Background: an optimization exercise with open tools, aiming at small area. Do not read the settings as production practice.
In this exercise RTL edits were held to simulation tests only and were not proved equivalent to the original.
Power and IR drop assume default switching activity. No driver is modelled on the clock port, so clocking that relies on it looks cheaper here than on a real chip.

==> trial 53 <==
==> flow/design.v <==
`timescale 1ns/1ns
package adxl_pkg;
    localparam int REG_WORDS   = 16;              
    localparam int WORD_ADDR_W = 4;
    localparam int BYTE_ADDR_W = 6;
    localparam int FIFO_DEPTH  = 16;
    localparam int FIFO_PTR_W  = 4;
    localparam logic [REG_WORDS*4-1:0] WRITE_MASK = 64'h0104_FEFF_7000_0000;
    localparam logic [BYTE_ADDR_W-1:0] UPD_FIRST = 6'h1D;
    localparam logic [BYTE_ADDR_W-1:0] UPD_LAST  = 6'h38;
    localparam logic [7:0]             READ_LEN  = 8'h3A;
    localparam logic [4:0] CODE_FIRST = 5'h1D;    
    localparam logic [4:0] CODE_LAST  = 5'h18;    
    localparam logic [REG_WORDS*4-1:0] UPD_MASK = WRITE_MASK & 64'h01FF_FFFF_E000_0000;
endpackage
`timescale 1ns/1ns
module adxl_reg_shadow
(
    input  logic                   CLK,
    input  logic                   RESET,
    input  logic [31:0]            wdata,
    input  logic [3:0]             wstrb,
    input  logic [3:0]             waddr,
    input  logic                   wvalid,
    input  logic [4:0]             rd_addr,       
    input  logic                   clr,
    output logic [7:0]             rd_data,
    output logic                   any_dirty,
    output logic                   dirty_at
);
    logic [63:0]      we;
    logic [63:0][7:0] shadow;
    logic [63:0]      dirty;
    always_comb begin
        for (int a = 0; a < 64; a++) begin
            we[a] = adxl_pkg::UPD_MASK[a] && wvalid && wstrb[a % 4] && (waddr == 4'(a / 4));
        end
    end
    always_ff @(posedge CLK) begin
        for (int a = 0; a < 64; a++) begin
            if (adxl_pkg::UPD_MASK[a] && we[a]) shadow[a] <= wdata[(a % 4)*8 +: 8];
        end
    end
    always_ff @(posedge CLK) begin
        for (int a = 0; a < 64; a++) begin
            if (adxl_pkg::UPD_MASK[a]) begin
                if (RESET) begin
                    dirty[a] <= 1'b0;
                end else if (we[a]) begin
                    dirty[a] <= 1'b1;
                end else if (clr && rd_addr == 5'(a)) begin
                    dirty[a] <= 1'b0;
                end
            end
        end
    end
    assign any_dirty = |(dirty & adxl_pkg::UPD_MASK);
    always_comb begin
        rd_data  = 8'h00;
        dirty_at = 1'b0;
        for (int a = 0; a < 64; a++) begin
            if (adxl_pkg::UPD_MASK[a] && rd_addr == 5'(a)) begin
                rd_data  = shadow[a];
                dirty_at = dirty[a];
            end
        end
    end
endmodule
`timescale 1ns/1ns
module adxl_cmd_sequencer
(
    input  logic        CLK,
    input  logic        RESET,
    input  logic        any_dirty,
    input  logic        dirty_at,
    input  logic [7:0]  rd_data,
    output logic [4:0]  rd_addr,       
    output logic        clr,
    input  logic        interval_enable,
    input  logic [31:0] request_interval,
    input  logic        single_request,
    output logic        single_request_complete,
    output logic [1:0]  wbeat,
    output logic [4:0]  wd1,
    output logic [7:0]  wd2,
    output logic        push,
    input  logic        full,
    output logic        arm,
    output logic        armed,
    input  logic        s_tvalid,
    input  logic        s_tlast
);
    typedef enum logic [3:0] {
        st_idle  = 4'd0,
        st_chk   = 4'd1,
        st_u0    = 4'd2,    
        st_u1    = 4'd3,    
        st_u2    = 4'd4,    
        st_p0    = 4'd5,    
        st_p1    = 4'd6,    
        st_rd    = 4'd7,    
        st_wait  = 4'd8     
    } state_t;
    state_t      state;
    logic [4:0]  addr;          
    logic [31:0] timer;
    logic        timer_zero;    
    logic        timer_hit;
    logic        sending;
    logic        done;
    assign rd_addr   = addr;
    assign timer_hit = (state == st_idle) && interval_enable && (timer_zero || (timer == '0));
    assign sending   = (state == st_u0) || (state == st_u1) || (state == st_u2) ||
                       (state == st_p0) || (state == st_p1) || (state == st_rd);
    assign push      = sending && !full;
    assign clr       = push && (state == st_u2);
    assign arm       = push && (state == st_rd);
    assign armed     = (state == st_wait);
    assign done      = armed && s_tvalid && s_tlast;
    always_comb begin
        case (state)
            st_u1, st_p1: wbeat = 2'd1;
            st_u2, st_rd: wbeat = 2'd2;
            default:      wbeat = 2'd0;
        endcase
    end
    assign wd1 = (state == st_u1) ? addr : 5'h1F;    
    assign wd2 = (state == st_u2) ? rd_data : adxl_pkg::READ_LEN;    
    always_ff @(posedge CLK) begin
        if ((state != st_idle) || !interval_enable) begin
            timer <= request_interval;
        end else begin
            timer <= timer - 32'd1;
        end
    end
    always_ff @(posedge CLK) begin
        if (RESET) begin
            timer_zero <= 1'b1;
        end else if ((state != st_idle) || !interval_enable) begin
            timer_zero <= 1'b0;
        end
    end
    always_ff @(posedge CLK) begin
        if (RESET) begin
            state                   <= st_idle;
            single_request_complete <= 1'b0;
        end else begin
            single_request_complete <= arm && single_request;
            case (state)
                st_idle: begin
                    addr <= adxl_pkg::CODE_FIRST;   
                    if (any_dirty) begin
                        state <= st_chk;          
                    end else if (single_request || timer_hit) begin
                        state <= st_p0;
                    end
                end
                st_chk: begin
                    if (dirty_at) begin
                        state <= st_u0;
                    end else if (addr == adxl_pkg::CODE_LAST) begin
                        state <= st_idle;
                    end else begin
                        addr <= addr + 1'b1;
                    end
                end
                st_u0: if (push) state <= st_u1;
                st_u1: if (push) state <= st_u2;
                st_u2: begin
                    if (push) begin
                        if (addr == adxl_pkg::CODE_LAST) begin
                            state <= st_idle;
                        end else begin
                            addr  <= addr + 1'b1;
                            state <= st_chk;
                        end
                    end
                end
                st_p0:   if (push) state <= st_p1;
                st_p1:   if (push) state <= st_rd;
                st_rd:   if (push) state <= st_wait;
                st_wait: if (done) state <= st_idle;   
                default: state <= st_idle;
            endcase
        end
    end
endmodule
`timescale 1ns/1ns
module adxl_cmd_fifo
(
    input  logic       CLK,
    input  logic       RESET,
    input  logic       push,
    input  logic [1:0] wbeat,         
    input  logic [4:0] wd1,           
    input  logic [7:0] wd2,           
    input  logic [6:0] dev,           
    output logic       full,
    output logic [7:0] m_tdata,
    output logic [7:0] m_tuser,
    output logic       m_tlast,
    output logic       m_tvalid,
    input  logic       m_tready
);
    localparam int GROUPS = 6;
    logic [adxl_pkg::FIFO_DEPTH-1:0][6:0] mem;
    logic [GROUPS-1:0][4:0]               g_d1;
    logic [GROUPS-1:0][7:0]               g_d2;
    logic [adxl_pkg::FIFO_PTR_W-1:0] wptr;
    logic [adxl_pkg::FIFO_PTR_W-1:0] rptr;
    logic       last_wr;          
    logic [2:0] gw;               
    logic [2:0] gr;               
    logic [1:0] rbeat;            
    logic       same;
    logic       wr_en;
    logic       rd_en;
    logic [6:0] h_dev;
    logic [4:0] h_d1;
    logic [7:0] h_b1;             
    logic [7:0] h_d2;
    logic       readout;
    logic       rd_cmd;
    assign same     = (wptr == rptr);
    assign full     = same && last_wr;
    assign m_tvalid = !(same && !last_wr);
    assign wr_en    = push && !full;
    assign rd_en    = m_tvalid && m_tready;
    always_ff @(posedge CLK) begin
        for (int i = 0; i < adxl_pkg::FIFO_DEPTH; i++) begin
            if (wr_en && wptr == 4'(i)) mem[i] <= dev;
        end
        for (int g = 0; g < GROUPS; g++) begin
            if (wr_en && wbeat == 2'd1 && gw == 3'(g)) g_d1[g] <= wd1;
            if (wr_en && wbeat == 2'd2 && gw == 3'(g)) g_d2[g] <= wd2;
        end
    end
    always_ff @(posedge CLK) begin
        if (RESET) begin
            wptr    <= '0;
            rptr    <= '0;
            last_wr <= 1'b0;
            gw      <= '0;
            gr      <= '0;
            rbeat   <= '0;
        end else begin
            if (wr_en) wptr <= wptr + 1'b1;
            if (rd_en) rptr <= rptr + 1'b1;
            if (wr_en != rd_en) last_wr <= wr_en;
            if (wr_en && wbeat == 2'd2) gw <= (gw == 3'(GROUPS - 1)) ? 3'd0 : gw + 3'd1;
            if (rd_en) begin
                if (rbeat == 2'd2) begin
                    rbeat <= 2'd0;
                    gr    <= (gr == 3'(GROUPS - 1)) ? 3'd0 : gr + 3'd1;
                end else begin
                    rbeat <= rbeat + 2'd1;
                end
            end
        end
    end
    always_comb begin
        h_dev = '0;
        for (int i = 0; i < adxl_pkg::FIFO_DEPTH; i++) begin
            h_dev = h_dev | ({7{rptr == 4'(i)}} & mem[i]);
        end
        h_d1 = '0;
        h_d2 = '0;
        for (int g = 0; g < GROUPS; g++) begin
            h_d1 = h_d1 | ({5{gr == 3'(g)}} & g_d1[g]);
            h_d2 = h_d2 | ({8{gr == 3'(g)}} & g_d2[g]);
        end
    end
    assign readout = (h_d1 == 5'h1F);
    assign h_b1    = readout ? 8'h00 : {2'b00, !(h_d1[4] && h_d1[3] && h_d1[2]), h_d1};
    assign rd_cmd  = (rbeat == 2'd2) && readout;
    assign m_tdata = (rbeat == 2'd0) ? 8'h01 : (rbeat == 2'd1) ? h_b1 : h_d2;
    assign m_tuser = {h_dev, rd_cmd};
    assign m_tlast = (rbeat == 2'd2) || ((rbeat == 2'd1) && readout);
endmodule
`timescale 1ns/1ns
module adxl_rx_capture
(
    input  logic        CLK,
    input  logic        arm,
    input  logic        armed,
    input  logic [7:0]  s_tdata,
    input  logic        s_tvalid,
    input  logic [3:0]  raddr,
    output logic [31:0] rdata
);
    logic [63:0][7:0] rb_mem;
    logic [5:0]       ptr;          
    logic             wr_en;
    logic             pend_v;       
    logic [7:0]       pend_d;
    logic [3:0]       raddr_q;
    assign wr_en = armed && s_tvalid;
    always_ff @(posedge CLK) begin
        if (arm) begin
            ptr <= '0;
        end else if (wr_en) begin
            ptr <= ptr + 1'b1;
        end
        pend_v  <= wr_en;
        pend_d  <= s_tdata;
        raddr_q <= raddr;
    end
    always_ff @(posedge CLK) begin
        for (int i = 0; i < 64; i++) begin
            if (pend_v && ptr == 6'(i + 1)) rb_mem[i] <= pend_d;
        end
    end
    logic [15:0] rsel;
    always_comb begin
        rsel  = 16'd1 << raddr_q;
        rdata = '0;
        for (int w = 0; w < 16; w++) begin
            rdata = rdata | ({32{rsel[w]}} & {rb_mem[4*w+3], rb_mem[4*w+2], rb_mem[4*w+1], rb_mem[4*w]});
        end
    end
endmodule
`timescale 1ns/1ns
module adxl_top
(
    input  logic                   CLK,
    input  logic                   RESET,
    input  logic [31:0]            wdata,
    input  logic [3:0]             wstrb,
    input  logic [adxl_pkg::WORD_ADDR_W-1:0] waddr,
    input  logic                   wvalid,
    input  logic [adxl_pkg::WORD_ADDR_W-1:0] raddr,
    output logic [31:0]            rdata,
    input  logic [6:0]             i2c_address,
    input  logic                   interval_enable,
    input  logic [31:0]            request_interval,
    input  logic                   single_request,
    output logic                   single_request_complete,
    output logic [7:0]             m_tdata,
    output logic [7:0]             m_tuser,
    output logic                   m_tvalid,
    output logic                   m_tlast,
    input  logic                   m_tready,
    input  logic [7:0]             s_tdata,
    input  logic                   s_tvalid,
    input  logic                   s_tlast
);
    logic [4:0] rd_addr;
    logic [7:0] rd_data;
    logic       any_dirty;
    logic       dirty_at;
    logic       clr;
    logic [1:0] wbeat;
    logic [4:0] wd1;
    logic [7:0] wd2;
    logic       push;
    logic       full;
    logic       arm;
    logic       armed;
    adxl_reg_shadow u_reg_shadow (
        .CLK       (CLK),
        .RESET     (RESET),
        .wdata     (wdata),
        .wstrb     (wstrb),
        .waddr     (waddr),
        .wvalid    (wvalid),
        .rd_addr   (rd_addr),
        .clr       (clr),
        .rd_data   (rd_data),
        .any_dirty (any_dirty),
        .dirty_at  (dirty_at)
    );
    adxl_cmd_sequencer u_cmd_sequencer (
        .CLK                     (CLK),
        .RESET                   (RESET),
        .any_dirty               (any_dirty),
        .dirty_at                (dirty_at),
        .rd_data                 (rd_data),
        .rd_addr                 (rd_addr),
        .clr                     (clr),
        .interval_enable         (interval_enable),
        .request_interval        (request_interval),
        .single_request          (single_request),
        .single_request_complete (single_request_complete),
        .wbeat                   (wbeat),
        .wd1                     (wd1),
        .wd2                     (wd2),
        .push                    (push),
        .full                    (full),
        .arm                     (arm),
        .armed                   (armed),
        .s_tvalid                (s_tvalid),
        .s_tlast                 (s_tlast)
    );
    adxl_cmd_fifo u_cmd_fifo (
        .CLK      (CLK),
        .RESET    (RESET),
        .push     (push),
        .wbeat    (wbeat),
        .wd1      (wd1),
        .wd2      (wd2),
        .dev      (i2c_address),
        .full     (full),
        .m_tdata  (m_tdata),
        .m_tuser  (m_tuser),
        .m_tlast  (m_tlast),
        .m_tvalid (m_tvalid),
        .m_tready (m_tready)
    );
    adxl_rx_capture u_rx_capture (
        .CLK      (CLK),
        .arm      (arm),
        .armed    (armed),
        .s_tdata  (s_tdata),
        .s_tvalid (s_tvalid),
        .raddr    (raddr),
        .rdata    (rdata)
    );
endmodule
==> flow/flow/run.sh <==
#!/bin/bash
# The standard layout (standard.sh), with these changes:
#  - synthesis maps the logic with ABC using an area-oriented script (flow/abc_area_map.script)
#    in place of ORFS's abc_speed.script; the rest of synthesis, and so every register, is
#    unchanged. ORFS's scripts are copied to scripts_area/ with only that file replaced.
#  - ports are buffered with the smallest buffer;
#  - clock tree synthesis clusters more sinks per leaf buffer and adds no dummy loads.
set -euo pipefail
export BUFFER_PORTS_ARGS="-buffer_cell sky130_fd_sc_hd__buf_1"
export CTS_ARGS="-sink_clustering_enable -repair_clock_nets -dont_use_dummy_load -sink_clustering_size 30 -sink_clustering_max_diameter 80 -buf_list sky130_fd_sc_hd__clkbuf_16"
rm -rf scripts_area
cp -r "$FLOW_HOME/scripts" scripts_area
cp flow/abc_area_map.script scripts_area/abc_speed.script
sed "s#^make -C #make SCRIPTS_DIR=$PWD/scripts_area -C #" standard.sh > standard_area.sh
grep -q "SCRIPTS_DIR=$PWD/scripts_area" standard_area.sh
bash standard_area.sh > standard_flow.log 2>&1
==> flow/flow/abc_area_map.script <==
&get -n
&st
&dch
&nf -R 1000 -p
&st
&syn2
&dch
&nf -R 1000 -p
&st
&dch -f
&nf -R 1000 -p
&put
topo
stime -c
dnsize -c
&get -n
&st
&dch -f
&nf -R 1000 -p
&put
topo
stime -c
dnsize -c
==> flow/standard.sh <==
#!/bin/bash
# synth_recipe.tcl (not shown) runs the flow's synth.tcl, then flattens the netlist and writes it again
# the make line also repeats each setting of config.mk as NAME=value (left out here)
make -C /OpenROAD-flow-scripts/flow DESIGN_CONFIG=/design/flow/config.mk WORK_HOME=/design/flow/orfs CLKGATE_MAP_FILE= SYNTH_SCRIPT=/design/flow/synth_recipe.tcl "${@:-finish}"
==> flow/config.mk <==
export PLATFORM = sky130hd
export DESIGN_NAME = adxl_top
export DESIGN_NICKNAME = adxl_top
export VERILOG_FILES = /design/flow/design.v
export SDC_FILE = /design/flow/constraint.sdc
export NUM_CORES = 4
export LEC_CHECK = 0
export CAP_MARGIN = 0
export CORE_MARGIN = 2
export CORE_UTILIZATION = 70
export SLEW_MARGIN = 0
==> flow/constraint.sdc <==
create_clock -name core_clock -period 10.0 [get_ports {CLK}]
set_input_delay 2.0000 -clock core_clock [delete_from_list [all_inputs] [get_ports {CLK}]]
set_output_delay 2.0000 -clock core_clock [all_outputs]
set_load 0.01 [all_outputs]
==> trial 83 (differences from trial 53) <==
--- a/flow/design.v
+++ b/flow/design.v
@@ -11,4 +11,2 @@
     localparam logic [7:0]             READ_LEN  = 8'h3A;
-    localparam logic [4:0] CODE_FIRST = 5'h1D;    
-    localparam logic [4:0] CODE_LAST  = 5'h18;    
     localparam logic [REG_WORDS*4-1:0] UPD_MASK = WRITE_MASK & 64'h01FF_FFFF_E000_0000;
@@ -24,3 +22,3 @@
     input  logic                   wvalid,
-    input  logic [4:0]             rd_addr,       
+    input  logic [5:0]             rd_addr,
     input  logic                   clr,
@@ -50,3 +48,3 @@
                     dirty[a] <= 1'b1;
-                end else if (clr && rd_addr == 5'(a)) begin
+                end else if (clr && rd_addr == 6'(a)) begin
                     dirty[a] <= 1'b0;
@@ -61,3 +59,3 @@
         for (int a = 0; a < 64; a++) begin
-            if (adxl_pkg::UPD_MASK[a] && rd_addr == 5'(a)) begin
+            if (adxl_pkg::UPD_MASK[a] && rd_addr == 6'(a)) begin
                 rd_data  = shadow[a];
@@ -76,3 +74,3 @@
     input  logic [7:0]  rd_data,
-    output logic [4:0]  rd_addr,       
+    output logic [5:0]  rd_addr,
     output logic        clr,
@@ -83,3 +81,3 @@
     output logic [1:0]  wbeat,
-    output logic [4:0]  wd1,
+    output logic [5:0]  wd1,
     output logic [7:0]  wd2,
@@ -104,3 +102,3 @@
     state_t      state;
-    logic [4:0]  addr;          
+    logic [5:0]  addr;
     logic [31:0] timer;
@@ -126,3 +124,3 @@
     end
-    assign wd1 = (state == st_u1) ? addr : 5'h1F;    
+    assign wd1 = (state == st_u1) ? addr : 6'h00;                   
     assign wd2 = (state == st_u2) ? rd_data : adxl_pkg::READ_LEN;    
@@ -150,3 +148,3 @@
                 st_idle: begin
-                    addr <= adxl_pkg::CODE_FIRST;   
+                    addr <= adxl_pkg::UPD_FIRST;    
                     if (any_dirty) begin
@@ -160,3 +158,3 @@
                         state <= st_u0;
-                    end else if (addr == adxl_pkg::CODE_LAST) begin
+                    end else if (addr == adxl_pkg::UPD_LAST) begin
                         state <= st_idle;
@@ -170,3 +168,3 @@
                     if (push) begin
-                        if (addr == adxl_pkg::CODE_LAST) begin
+                        if (addr == adxl_pkg::UPD_LAST) begin
                             state <= st_idle;
@@ -194,3 +192,3 @@
     input  logic [1:0] wbeat,         
-    input  logic [4:0] wd1,           
+    input  logic [5:0] wd1,           
     input  logic [7:0] wd2,           
@@ -206,3 +204,3 @@
     logic [adxl_pkg::FIFO_DEPTH-1:0][6:0] mem;
-    logic [GROUPS-1:0][4:0]               g_d1;
+    logic [GROUPS-1:0][5:0]               g_d1;
     logic [GROUPS-1:0][7:0]               g_d2;
@@ -218,4 +216,3 @@
     logic [6:0] h_dev;
-    logic [4:0] h_d1;
-    logic [7:0] h_b1;             
+    logic [5:0] h_d1;
     logic [7:0] h_d2;
@@ -268,3 +265,3 @@
         for (int g = 0; g < GROUPS; g++) begin
-            h_d1 = h_d1 | ({5{gr == 3'(g)}} & g_d1[g]);
+            h_d1 = h_d1 | ({6{gr == 3'(g)}} & g_d1[g]);
             h_d2 = h_d2 | ({8{gr == 3'(g)}} & g_d2[g]);
@@ -272,6 +269,5 @@
     end
-    assign readout = (h_d1 == 5'h1F);
-    assign h_b1    = readout ? 8'h00 : {2'b00, !(h_d1[4] && h_d1[3] && h_d1[2]), h_d1};
+    assign readout = (h_d1[5:3] == 3'd0);
     assign rd_cmd  = (rbeat == 2'd2) && readout;
-    assign m_tdata = (rbeat == 2'd0) ? 8'h01 : (rbeat == 2'd1) ? h_b1 : h_d2;
+    assign m_tdata = (rbeat == 2'd0) ? 8'h01 : (rbeat == 2'd1) ? {2'b00, h_d1} : h_d2;
     assign m_tuser = {h_dev, rd_cmd};
@@ -346,3 +342,3 @@
 );
-    logic [4:0] rd_addr;
+    logic [5:0] rd_addr;
     logic [7:0] rd_data;
@@ -352,3 +348,3 @@
     logic [1:0] wbeat;
-    logic [4:0] wd1;
+    logic [5:0] wd1;
     logic [7:0] wd2;
==> build 60 (differences from trial 53) <==
--- a/flow/design.v
+++ b/flow/design.v
@@ -11,4 +11,2 @@
     localparam logic [7:0]             READ_LEN  = 8'h3A;
-    localparam logic [4:0] CODE_FIRST = 5'h1D;    
-    localparam logic [4:0] CODE_LAST  = 5'h18;    
     localparam logic [REG_WORDS*4-1:0] UPD_MASK = WRITE_MASK & 64'h01FF_FFFF_E000_0000;
@@ -24,3 +22,3 @@
     input  logic                   wvalid,
-    input  logic [4:0]             rd_addr,       
+    input  logic [5:0]             rd_addr,
     input  logic                   clr,
@@ -38,10 +36,8 @@
     end
-    always_ff @(posedge CLK) begin
-        for (int a = 0; a < 64; a++) begin
-            if (adxl_pkg::UPD_MASK[a] && we[a]) shadow[a] <= wdata[(a % 4)*8 +: 8];
-        end
-    end
-    always_ff @(posedge CLK) begin
-        for (int a = 0; a < 64; a++) begin
-            if (adxl_pkg::UPD_MASK[a]) begin
+    for (genvar a = 0; a < 64; a++) begin : g_byte
+        if (adxl_pkg::UPD_MASK[a]) begin : g_st
+            always_ff @(posedge CLK) begin
+                if (we[a]) shadow[a] <= wdata[(a % 4)*8 +: 8];
+            end
+            always_ff @(posedge CLK) begin
                 if (RESET) begin
@@ -50,3 +46,3 @@
                     dirty[a] <= 1'b1;
-                end else if (clr && rd_addr == 5'(a)) begin
+                end else if (clr && rd_addr == 6'(a)) begin
                     dirty[a] <= 1'b0;
@@ -54,5 +50,8 @@
             end
+        end else begin : g_none
+            assign shadow[a] = 8'h00;
+            assign dirty[a]  = 1'b0;
         end
     end
-    assign any_dirty = |(dirty & adxl_pkg::UPD_MASK);
+    assign any_dirty = |dirty;
     always_comb begin
@@ -61,3 +60,3 @@
         for (int a = 0; a < 64; a++) begin
-            if (adxl_pkg::UPD_MASK[a] && rd_addr == 5'(a)) begin
+            if (adxl_pkg::UPD_MASK[a] && rd_addr == 6'(a)) begin
                 rd_data  = shadow[a];
@@ -76,3 +75,3 @@
     input  logic [7:0]  rd_data,
-    output logic [4:0]  rd_addr,       
+    output logic [5:0]  rd_addr,
     output logic        clr,
@@ -83,3 +82,3 @@
     output logic [1:0]  wbeat,
-    output logic [4:0]  wd1,
+    output logic [5:0]  wd1,
     output logic [7:0]  wd2,
@@ -104,5 +103,4 @@
     state_t      state;
-    logic [4:0]  addr;          
+    logic [5:0]  addr;
     logic [31:0] timer;
-    logic        timer_zero;    
     logic        timer_hit;
@@ -111,3 +109,3 @@
     assign rd_addr   = addr;
-    assign timer_hit = (state == st_idle) && interval_enable && (timer_zero || (timer == '0));
+    assign timer_hit = (state == st_idle) && interval_enable && (timer == '0);
     assign sending   = (state == st_u0) || (state == st_u1) || (state == st_u2) ||
@@ -126,16 +124,11 @@
     end
-    assign wd1 = (state == st_u1) ? addr : 5'h1F;    
+    assign wd1 = (state == st_u1) ? addr : 6'h00;                   
     assign wd2 = (state == st_u2) ? rd_data : adxl_pkg::READ_LEN;    
     always_ff @(posedge CLK) begin
-        if ((state != st_idle) || !interval_enable) begin
-            timer <= request_interval;
-        end else begin
-            timer <= timer - 32'd1;
-        end
-    end
-    always_ff @(posedge CLK) begin
         if (RESET) begin
-            timer_zero <= 1'b1;
+            timer <= '0;
         end else if ((state != st_idle) || !interval_enable) begin
-            timer_zero <= 1'b0;
+            timer <= request_interval;
+        end else if (timer != '0) begin
+            timer <= timer - 32'd1;
         end
@@ -145,2 +138,3 @@
             state                   <= st_idle;
+            addr                    <= adxl_pkg::UPD_FIRST;
             single_request_complete <= 1'b0;
@@ -150,3 +144,3 @@
                 st_idle: begin
-                    addr <= adxl_pkg::CODE_FIRST;   
+                    addr <= adxl_pkg::UPD_FIRST;
                     if (any_dirty) begin
@@ -160,3 +154,3 @@
                         state <= st_u0;
-                    end else if (addr == adxl_pkg::CODE_LAST) begin
+                    end else if (addr == adxl_pkg::UPD_LAST) begin
                         state <= st_idle;
@@ -170,3 +164,3 @@
                     if (push) begin
-                        if (addr == adxl_pkg::CODE_LAST) begin
+                        if (addr == adxl_pkg::UPD_LAST) begin
                             state <= st_idle;
@@ -194,3 +188,3 @@
     input  logic [1:0] wbeat,         
-    input  logic [4:0] wd1,           
+    input  logic [5:0] wd1,           
     input  logic [7:0] wd2,           
@@ -206,3 +200,3 @@
     logic [adxl_pkg::FIFO_DEPTH-1:0][6:0] mem;
-    logic [GROUPS-1:0][4:0]               g_d1;
+    logic [GROUPS-1:0][5:0]               g_d1;
     logic [GROUPS-1:0][7:0]               g_d2;
@@ -218,4 +212,3 @@
     logic [6:0] h_dev;
-    logic [4:0] h_d1;
-    logic [7:0] h_b1;             
+    logic [5:0] h_d1;
     logic [7:0] h_d2;
@@ -228,7 +221,9 @@
     assign rd_en    = m_tvalid && m_tready;
-    always_ff @(posedge CLK) begin
-        for (int i = 0; i < adxl_pkg::FIFO_DEPTH; i++) begin
+    for (genvar i = 0; i < adxl_pkg::FIFO_DEPTH; i++) begin : g_mem
+        always_ff @(posedge CLK) begin
             if (wr_en && wptr == 4'(i)) mem[i] <= dev;
         end
-        for (int g = 0; g < GROUPS; g++) begin
+    end
+    for (genvar g = 0; g < GROUPS; g++) begin : g_grp
+        always_ff @(posedge CLK) begin
             if (wr_en && wbeat == 2'd1 && gw == 3'(g)) g_d1[g] <= wd1;
@@ -268,3 +263,3 @@
         for (int g = 0; g < GROUPS; g++) begin
-            h_d1 = h_d1 | ({5{gr == 3'(g)}} & g_d1[g]);
+            h_d1 = h_d1 | ({6{gr == 3'(g)}} & g_d1[g]);
             h_d2 = h_d2 | ({8{gr == 3'(g)}} & g_d2[g]);
@@ -272,6 +267,5 @@
     end
-    assign readout = (h_d1 == 5'h1F);
-    assign h_b1    = readout ? 8'h00 : {2'b00, !(h_d1[4] && h_d1[3] && h_d1[2]), h_d1};
+    assign readout = (h_d1[5:3] == 3'd0);
     assign rd_cmd  = (rbeat == 2'd2) && readout;
-    assign m_tdata = (rbeat == 2'd0) ? 8'h01 : (rbeat == 2'd1) ? h_b1 : h_d2;
+    assign m_tdata = (rbeat == 2'd0) ? 8'h01 : (rbeat == 2'd1) ? {2'b00, h_d1} : h_d2;
     assign m_tuser = {h_dev, rd_cmd};
@@ -307,4 +301,4 @@
     end
-    always_ff @(posedge CLK) begin
-        for (int i = 0; i < 64; i++) begin
+    for (genvar i = 0; i < 64; i++) begin : g_rb
+        always_ff @(posedge CLK) begin
             if (pend_v && ptr == 6'(i + 1)) rb_mem[i] <= pend_d;
@@ -346,3 +340,3 @@
 );
-    logic [4:0] rd_addr;
+    logic [5:0] rd_addr;
     logic [7:0] rd_data;
@@ -352,3 +346,3 @@
     logic [1:0] wbeat;
-    logic [4:0] wd1;
+    logic [5:0] wd1;
     logic [7:0] wd2;
--- a/flow/flow/run.sh
+++ b/flow/flow/run.sh
@@ -6,6 +6,8 @@
 #  - ports are buffered with the smallest buffer;
-#  - clock tree synthesis clusters more sinks per leaf buffer and adds no dummy loads.
+#  - clock tree synthesis clusters more sinks per leaf buffer and adds no dummy loads;
+#  - power recovery (downsizing where slack allows) runs at global routing.
 set -euo pipefail
 export BUFFER_PORTS_ARGS="-buffer_cell sky130_fd_sc_hd__buf_1"
-export CTS_ARGS="-sink_clustering_enable -repair_clock_nets -dont_use_dummy_load -sink_clustering_size 30 -sink_clustering_max_diameter 80 -buf_list sky130_fd_sc_hd__clkbuf_16"
+export CTS_ARGS="-sink_clustering_enable -repair_clock_nets -dont_use_dummy_load -sink_clustering_size 25 -sink_clustering_max_diameter 60 -buf_list sky130_fd_sc_hd__clkbuf_16"
+export RECOVER_POWER=100
 rm -rf scripts_area
==> flow/flow/abc_area_map.script (replaced) <==
&get -n
&st
&dch
&nf -R 1000 -p
&st
&syn2
&dch
&nf -R 1000 -p
&st
&dch -f
&nf -R 1000 -p
&st
&syn2
&dch
&nf -R 1000 -p
&st
&dch -f
&nf -R 1000 -p
&put
topo
stime -c
dnsize -c
==> comparison table <==
| item | trial 83 | trial 53 | build 60 |
|---|---|---|---|
| Run status | finished clean | finished clean | complete, but fails checks |
| Layout check failures | - | - | max-capacitance violations, max-slew violations |
| Cell area after layout | 0.0383 sq mm | 0.0380 sq mm | 0.0387 sq mm |
| Overall power | 7230 uW | 7350 uW | 7600 uW |
| Syn. warnings | 4 | 4 | 36 |
| Non-clock buffering overhead in the final layout | 0.0225 | 0.0211 | 0.0201 |
| Standby leakage power | 0.0116 uW | 0.0116 uW | 0.0117 uW |
| Worst max-slew margin expressed relative to the limit | 0.146 | 0.103 | -0.974 |
| Worst setup slack after placement | 4380 ps | 2950 ps | 4230 ps |
| Worst setup slack after layout | 4350 ps | 2860 ps | 3190 ps |
| Upper clock frequency limit | 177 MHz | 140 MHz | 147 MHz |
| P&R area growth vs syn | 7.66% | 7.59% | 8.41% |
| Total clock buffers created by CTS | 38 | 39 | 52 |
| Flip-flop and latch count | 959 | 952 | 958 |
| Placed instance area | 0.0373 sq mm | 0.0370 sq mm | 0.0374 sq mm |
| # diodes | 1 | 0 | 1 |

[afterwards: timing with drivers on the ports]
No port has a modelled driver above. Below, the same layouts with a new extraction and two added sets of constraints. Step 1 sets driving cells, clkbuf_16 on the clock port and buf_2 on the other inputs (assumed; they add their load-dependent delay and slew). Step 2 times the ports against the registers' clock, not the clock port: input delays grow and output delays shrink by t, the midpoint of the rising clock arrivals with the driver on. Slacks: ideal ports / drivers / drivers and shift; pairs: ideal ports / drivers.
run	t (ns)	slack for setup (ns)	clock arrival spread, ns
trial 53	0.662	2.862 / 2.862 / 2.862	0.056 / 0.056
trial 83	0.644	4.349 / 4.349 / 4.349	0.048 / 0.048
build 60	0.679	3.195 / 3.130 / 3.809	0.060 / 0.060
